What follows belongs to an exercise in optimizing a design on an open flow for a short achievable clock period and few clock cycles; a production flow would make more cautious choices. Function was checked by simulation only, so behaviour that the tests miss may differ from the original.

## north
// cpu_top
module cpu_top (
    input  logic                 clk,
    input  logic                 rst,
    output logic [32-1:0] imem_pc,
    input  logic [32-1:0] instruction,
    output logic [32-1:0] dmem_addr,
    output logic [32-1:0] dmem_wdata,
    output logic                 dmem_write,
    output logic                 dmem_read,
    input  logic [32-1:0] read_data
);
For scale: ~8400 cells after synthesis, ~1900 flip-flops, about 160 I/O pins, about 84000 µm² of cells after synthesis.
export LEC_CHECK = 0
export ABC_CLOCK_PERIOD_IN_PS = 2000
export CAP_MARGIN = 20
export CORE_MARGIN = 2
export CORE_UTILIZATION = 40
export PLACE_DENSITY = 0.7
export SETUP_SLACK_MARGIN = 3.5
export SLEW_MARGIN = 20
export TNS_END_PERCENT = 100
create_clock -name core_clock -period 6.2 [get_ports {clk}]
standard.sh (not shown) runs the stock make flow with config.mk's settings and CLKGATE_MAP_FILE= SYNTH_SCRIPT=/design/flow/synth_recipe.tcl, a recipe that flattens the netlist after the stock synthesis.
==> flow/flow/run.sh <==
#!/bin/bash
# Layout flow: the standard ORFS flow (standard.sh) with two changes.
# 1. Synthesis: ABC maps the logic with flow/abc_map.script (choices, then the
#    delay-oriented classic mapper) instead of ORFS's abc_speed.script, and the
#    adder step's full/half-adder extraction is skipped, so ABC sees adders as
#    plain logic. Registers are mapped before ABC by the standard script and
#    are unchanged.
# 2. Placement: the buffers that buffer_ports puts on every input and output
#    port are sky130_fd_sc_hd__buf_4 instead of the default delay buffer.
set -euo pipefail
W=$(pwd)
{
  echo "proc abc {args} { set i [lsearch -exact \$args -script]; if {\$i >= 0} { lset args [expr {\$i + 1}] $W/flow/abc_map.script }; yosys abc {*}\$args }"
  echo "proc extract_fa {args} { }"
  cat "$W/synth_recipe.tcl"
} > "$W/my_synth.tcl"
sed -e "s#$W/synth_recipe.tcl#$W/my_synth.tcl#g" \
    -e 's#"\${@:-finish}"#BUFFER_PORTS_ARGS="-buffer_cell sky130_fd_sc_hd__buf_4" "${@:-finish}"#' \
    "$W/standard.sh" > "$W/my_standard.sh"
grep -q "my_synth.tcl" "$W/my_standard.sh"
grep -q "BUFFER_PORTS_ARGS" "$W/my_standard.sh"
bash "$W/my_standard.sh" > "$W/flow_make.log" 2>&1
==> flow/flow/abc_map.script <==
strash
dch -f
map {D}
topo
buffer -c
topo
upsize -c {D}
dnsize -c {D}
Testbench counts of north, summed over its fixed seeds: cycles 140,957.
Modified inputs, south compared to north
-- flow/config.mk --
<<< north, line 10
export CORE_MARGIN = 2
export CORE_UTILIZATION = 40
export PLACE_DENSITY = 0.7
export SETUP_SLACK_MARGIN = 3.5
export SLEW_MARGIN = 20
>>> south, line 10
export CORE_MARGIN = 2
export CORE_UTILIZATION = 40
export SETUP_SLACK_MARGIN = 3.5
export SLEW_MARGIN = 20
[summary]
- In the reports for north and south, the larger global routing met2 resource utilization belongs to south.
- Compared with north, in south final-layout fill cell count saw an increase; worst hold slack shows an increase of 14 ps; share of the core filled with cells comparable.

Another version of the RTL of cpu_top (not shown whole).
Size in the first run: ~7100 cells after synthesis, roughly 1600 flip-flops, roughly 160 I/O pins, about 0.074 mm^2 of cells after synthesis.
Settings: LEC_CHECK=0, ABC_CLOCK_PERIOD_IN_PS=2000, CAP_MARGIN=20, CORE_MARGIN=2, CORE_UTILIZATION=40, SETUP_SLACK_MARGIN=3.4, SLEW_MARGIN=20, TNS_END_PERCENT=100; clock period 6.2 ns.
Scripts as last shown in full above: flow/flow/run.sh, flow/flow/abc_map.script
The starting point finished with timing, DRC and antenna clean.
Testbench counts at the start, summed over its fixed seeds: cycles 143,943.
==> next run, changes <==
==> flow/flow/run.sh (replaced) <==
#!/bin/bash
# Layout flow: the standard ORFS flow (standard.sh), with one change to its synthesis:
# ABC maps the logic with flow/abc_map.script (choice computation, then delay-oriented
# mapping with the classic mapper) instead of ORFS's abc_speed.script, and the adder
# step's full/half-adder extraction is skipped so ABC sees the adders as plain logic.
# Registers are mapped before ABC by the standard script, so they are unchanged.
set -euo pipefail
W=$(pwd)
{
  echo "proc abc {args} { set i [lsearch -exact \$args -script]; if {\$i >= 0} { lset args [expr {\$i + 1}] $W/flow/abc_map.script }; yosys abc {*}\$args }"
  echo "proc extract_fa {args} { }"
  cat "$W/synth_recipe.tcl"
} > "$W/my_synth.tcl"
sed "s#$W/synth_recipe.tcl#$W/my_synth.tcl#g" "$W/standard.sh" > "$W/my_standard.sh"
grep -q "my_synth.tcl" "$W/my_standard.sh"
bash "$W/my_standard.sh" > "$W/flow_make.log" 2>&1
Via count is higher slightly.
Design area is higher slightly.
Non-clock buffer count is higher by 80.
Final cell count is higher slightly.

-- port drivers added, routing unchanged --
No port has a modelled driver above. Below, the same layouts with a new extraction and two added sets of constraints.
Step 1 sets driving cells, clkbuf_16 on the clock port and buf_2 on the other inputs (assumed; they add their load-dependent delay and slew).
Step 2 adds t to the input delays and takes it off the output delays; t is the mean of the earliest and latest rising clock arrival at the registers after step 1. Input paths then give back, and output paths get back, about the clock's delay inside the block.
Three values: no drivers, after step 1, after step 2; two values: the first two.
| run | t, ns | setup slack, ns | worst register clock-pin slew, ns |
|---|---|---|---|
| north | 0.960 | 3.229 / 3.090 / 2.130 | 0.08 / 0.08 |
| south | 0.963 | 2.654 / 2.631 / 1.668 | 0.07 / 0.07 |
| the first run of note 2 | 0.932 | 3.151 / 3.151 / 2.551 | 0.07 / 0.07 |
| the second run of note 2 | 0.942 | 3.227 / 3.227 / 2.447 | 0.07 / 0.07 |
After both steps every run listed still meets setup and hold. For north, which loses most, drivers alone change the setup slack by -0.139 ns; drivers and shift together by -1.099 ns.
